This is an optimization exercise on Yosys and OpenROAD, whose aim is small area, a short achievable clock period and few clock cycles, not a production implementation.
The RTL was checked by simulation tests, not by an equivalence proof against the original design.
Power and IR drop assume default switching activity.

==> run a: inputs <==
## bus_ram_responder
module bus_ram_responder #(
  parameter int          DEPTH       = 64,
  parameter logic [31:0] BASE_ADDR   = 32'h1000_0000,
  parameter int          WAIT_CYCLES = 0
) (
  input  logic        clk,
  input  logic        reset,
  input  logic        busReq,
  input  logic        busWe,
  input  logic [31:0] busAddr,
  input  logic [2:0]  busFunct3,
  input  logic [31:0] busWData,
  output logic [31:0] busRData,
  output logic        busReady,
  output logic        busErr
);
==> module brr_nor3, before the edit <==
module brr_nor3 (input logic a, b, c, output logic y);
  assign y = !(a | b | c);
endmodule
==> module brr_nor2and, before the edit <==
module brr_nor2and (input logic a, b, c, output logic y);
  assign y = !(a | b) & c;
endmodule
==> module brr_nand4, before the edit <==
module brr_nand4 (input logic a, b, c, d, output logic y);
  assign y = !(a & b & c & d);
endmodule
==> module brr_or2, before the edit <==
module brr_or2 (input logic a, b, output logic y);
  assign y = a | b;
endmodule
==> module brr_err, before the edit <==
module brr_err (
  input  logic [23:0] a,
  output logic        err
);
  logic [7:0] ok;
  logic [1:0] bad;
  brr_nor3    u0 (.a(a[23]), .b(a[22]), .c(a[21]), .y(ok[0]));
  brr_nor2and u1 (.a(a[19]), .b(a[18]), .c(a[20]), .y(ok[1]));
  brr_nor3    u2 (.a(a[17]), .b(a[16]), .c(a[15]), .y(ok[2]));
  brr_nor3    u3 (.a(a[14]), .b(a[13]), .c(a[12]), .y(ok[3]));
  brr_nor3    u4 (.a(a[11]), .b(a[10]), .c(a[9]),  .y(ok[4]));
  brr_nor3    u5 (.a(a[8]),  .b(a[7]),  .c(a[6]),  .y(ok[5]));
  brr_nor3    u6 (.a(a[5]),  .b(a[4]),  .c(a[3]),  .y(ok[6]));
  brr_nor3    u7 (.a(a[2]),  .b(a[1]),  .c(a[0]),  .y(ok[7]));
  brr_nand4   u8 (.a(ok[0]), .b(ok[1]), .c(ok[2]), .d(ok[3]), .y(bad[0]));
  brr_nand4   u9 (.a(ok[4]), .b(ok[5]), .c(ok[6]), .d(ok[7]), .y(bad[1]));
  brr_or2     u10 (.a(bad[0]), .b(bad[1]), .y(err));
endmodule
==> module brr_rdbit, before the edit <==
module brr_rdbit (
  input  logic [63:0] wl,
  input  logic [63:0] d,
  output logic        y
);
  logic [63:0] p;   
  logic [15:0] q;   
  logic [3:0]  r;   
  genvar i;
  generate
    for (i = 0; i < 64; i++) begin : g_p
      brr_nand2 u (.a(wl[i]), .b(d[i]), .y(p[i]));
    end
    for (i = 0; i < 16; i++) begin : g_q
      brr_nand4 u (.a(p[4*i]), .b(p[4*i+1]), .c(p[4*i+2]), .d(p[4*i+3]), .y(q[i]));
    end
    for (i = 0; i < 4; i++) begin : g_r
      brr_nor4 u (.a(q[4*i]), .b(q[4*i+1]), .c(q[4*i+2]), .d(q[4*i+3]), .y(r[i]));
    end
  endgenerate
  brr_nand4 u_y (.a(r[0]), .b(r[1]), .c(r[2]), .d(r[3]), .y(y));
endmodule
Settings: LEC_CHECK=0, CAP_MARGIN=20, CORE_MARGIN=2, CORE_UTILIZATION=55, CTS_CLUSTER_DIAMETER=100, CTS_CLUSTER_SIZE=30, PLACE_DENSITY=0.65, SETUP_SLACK_MARGIN=4.2, SLEW_MARGIN=70, SYNTH_HIERARCHICAL=1, SYNTH_MINIMUM_KEEP_SIZE=0; clock period 8.0 ns.
run.sh (not shown) runs the stock make flow with config.mk's settings and CLKGATE_MAP_FILE= SYNTH_SCRIPT=/design/flow/synth_recipe.tcl, a recipe that flattens the netlist after the stock synthesis.
==> run b (differences from run a) <==
--- a/flow/design.v
+++ b/flow/design.v
@@ -11,18 +11,9 @@
   assign y = !(a | b);
 endmodule
-module brr_nor3 (input logic a, b, c, output logic y);
-  assign y = !(a | b | c);
-endmodule
-module brr_nor2and (input logic a, b, c, output logic y);
-  assign y = !(a | b) & c;
-endmodule
-module brr_nand4 (input logic a, b, c, d, output logic y);
-  assign y = !(a & b & c & d);
+module brr_nor2b (input logic a, b, output logic y);
+  assign y = !a & b;
 endmodule
 module brr_nor4 (input logic a, b, c, d, output logic y);
   assign y = !(a | b | c | d);
-endmodule
-module brr_or2 (input logic a, b, output logic y);
-  assign y = a | b;
 endmodule
 module brr_err (
@@ -30,17 +21,31 @@
   output logic        err
 );
-  logic [7:0] ok;
-  logic [1:0] bad;
-  brr_nor3    u0 (.a(a[23]), .b(a[22]), .c(a[21]), .y(ok[0]));
-  brr_nor2and u1 (.a(a[19]), .b(a[18]), .c(a[20]), .y(ok[1]));
-  brr_nor3    u2 (.a(a[17]), .b(a[16]), .c(a[15]), .y(ok[2]));
-  brr_nor3    u3 (.a(a[14]), .b(a[13]), .c(a[12]), .y(ok[3]));
-  brr_nor3    u4 (.a(a[11]), .b(a[10]), .c(a[9]),  .y(ok[4]));
-  brr_nor3    u5 (.a(a[8]),  .b(a[7]),  .c(a[6]),  .y(ok[5]));
-  brr_nor3    u6 (.a(a[5]),  .b(a[4]),  .c(a[3]),  .y(ok[6]));
-  brr_nor3    u7 (.a(a[2]),  .b(a[1]),  .c(a[0]),  .y(ok[7]));
-  brr_nand4   u8 (.a(ok[0]), .b(ok[1]), .c(ok[2]), .d(ok[3]), .y(bad[0]));
-  brr_nand4   u9 (.a(ok[4]), .b(ok[5]), .c(ok[6]), .d(ok[7]), .y(bad[1]));
-  brr_or2     u10 (.a(bad[0]), .b(bad[1]), .y(err));
+  logic [11:0] ok2;    
+  logic [3:0]  bad6;   
+  logic [1:0]  ok12;
+  genvar i;
+  generate
+    for (i = 0; i < 12; i++) begin : g_ok2
+      if (i == 10) begin : g_one
+        brr_nor2b u (.a(a[2*i+1]), .b(a[2*i]), .y(ok2[i]));
+      end else begin : g_zero
+        brr_nor2 u (.a(a[2*i+1]), .b(a[2*i]), .y(ok2[i]));
+      end
+    end
+    for (i = 0; i < 4; i++) begin : g_bad6
+      brr_nand3 u (.a(ok2[3*i]), .b(ok2[3*i+1]), .c(ok2[3*i+2]), .y(bad6[i]));
+    end
+    for (i = 0; i < 2; i++) begin : g_ok12
+      brr_nor2 u (.a(bad6[2*i]), .b(bad6[2*i+1]), .y(ok12[i]));
+    end
+  endgenerate
+  brr_nand2 u_err (.a(ok12[0]), .b(ok12[1]), .y(err));
+endmodule
+module brr_or8w (
+  input  logic [7:0] wl,
+  input  logic [7:0] d,
+  output logic       y
+);
+  assign y = |(wl & d);
 endmodule
 module brr_rdbit (
@@ -49,20 +54,16 @@
   output logic        y
 );
-  logic [63:0] p;   
-  logic [15:0] q;   
-  logic [3:0]  r;   
+  logic [7:0] q;   
+  logic [1:0] r;   
   genvar i;
   generate
-    for (i = 0; i < 64; i++) begin : g_p
-      brr_nand2 u (.a(wl[i]), .b(d[i]), .y(p[i]));
-    end
-    for (i = 0; i < 16; i++) begin : g_q
-      brr_nand4 u (.a(p[4*i]), .b(p[4*i+1]), .c(p[4*i+2]), .d(p[4*i+3]), .y(q[i]));
-    end
-    for (i = 0; i < 4; i++) begin : g_r
+    for (i = 0; i < 8; i++) begin : g_q
+      brr_or8w u (.wl(wl[8*i +: 8]), .d(d[8*i +: 8]), .y(q[i]));
+    end
+    for (i = 0; i < 2; i++) begin : g_r
       brr_nor4 u (.a(q[4*i]), .b(q[4*i+1]), .c(q[4*i+2]), .d(q[4*i+3]), .y(r[i]));
     end
   endgenerate
-  brr_nand4 u_y (.a(r[0]), .b(r[1]), .c(r[2]), .d(r[3]), .y(y));
+  brr_nand2 u_y (.a(r[0]), .b(r[1]), .y(y));
 endmodule
 module bus_ram_responder #(
==> flow/flow/run.sh (new file) <==
#!/bin/bash
set -euo pipefail
bash standard.sh "BUFFER_PORTS_ARGS=-buffer_cell sky130_fd_sc_hd__buf_4" finish > flow_make.log 2>&1
==> flow/standard.sh (new file) <==
#!/bin/bash
# synth_recipe.tcl (not shown) runs the flow's synth.tcl, then flattens the netlist and writes it again
# the make line also repeats each setting of config.mk as NAME=value (left out here)
make -C /OpenROAD-flow-scripts/flow DESIGN_CONFIG=/design/flow/config.mk WORK_HOME=/design/flow/orfs CLKGATE_MAP_FILE= SYNTH_SCRIPT=/design/flow/synth_recipe.tcl "${@:-finish}"
Settings changed: CTS_CLUSTER_SIZE 30 to 25, SETUP_SLACK_MARGIN 4.2 to 4.5, SLEW_MARGIN 70 to 45.
removed: flow/run.sh
==> run notes <==
In sequential power, run a and run b hardly differ.
Between run a and run b, the lower worst hold slack is in run a (gap 0.015 ns).
Between run b and run a, the lower combinational power is in run b (gap about 7%, measured against run a).
Between run a and run b, the lower critical path depth is in run a (gap 1).
In run a the power is smaller than in run b, by about 1.4%.
Against run a, the routed wire length of run b is lower by about 4.4%.
Of run b and run a, run b has the higher fmax (gap about 4%, measured against run a).
==> figures <==
|  | run b | run a |
|---|---|---|
| Data arrival time of the worst path | 2.19 ns | 2.35 ns |
| Total wirelength of the detailed-routed design | 223000 um | 233000 um |
| Multi-input combinational cell count | 1932 | 3268 |
| Synthesized cell area | 0.0755 mm^2 | 0.0780 mm^2 |
| Run status | no timing/DRC/antenna violations | no timing/DRC/antenna violations |
| Post-CTS setup buffer count | 27 | 8 |
| Power share of the combinational group | 0.045 | 0.050 |
| Routed via count divided by cell count | 7.00 | 6.20 |
| Tcrit/Tclk final | 0.474 | 0.494 |
| Fraction of met1 tracks used by global routing | 0.467 | 0.452 |
| Vert. Die Dim | 374 um | 381 um |
| DP Wirelength | 149000 um | 163000 um |
| Unique masters post-synth | 33 | 34 |
| TAP cells | 1781 | 1890 |
| Reg-to-reg endpoint | rd_q[21] | rd_q[24] |
Testbench counts of run a, summed over its fixed seeds: cycles 48,063.
Testbench counts of run b, summed over its fixed seeds: cycles 48,063.

-- port drivers added, routing unchanged --
The results above use ideal ports. As a check the final layouts listed here were re-extracted and re-timed, cells and wires unchanged.
Step 1 assumes that a clkbuf_16 drives the clock port and a buf_2 every other input.
Step 2 times the ports against the registers' clock, not the clock port: input delays grow and output delays shrink by t, the midpoint of the rising clock arrivals with the driver on.
Slacks: ideal / step 1 / step 2; pairs: ideal / step 1.
| run | shift t [ns] | slack for setup (ns) | clock arrival spread, ns | cell pins on the clock port's net |
|---|---|---|---|---|
| run a | 0.806 | 4.051 / 4.030 / 3.453 | 0.040 / 0.039 | 1 |
| run b | 0.828 | 4.206 / 4.160 / 3.586 | 0.046 / 0.046 | 1 |
After both steps setup and hold are still met in every run listed. For run b, which loses most, drivers alone change the setup slack by -0.046 ns; drivers and shift together by -0.620 ns.
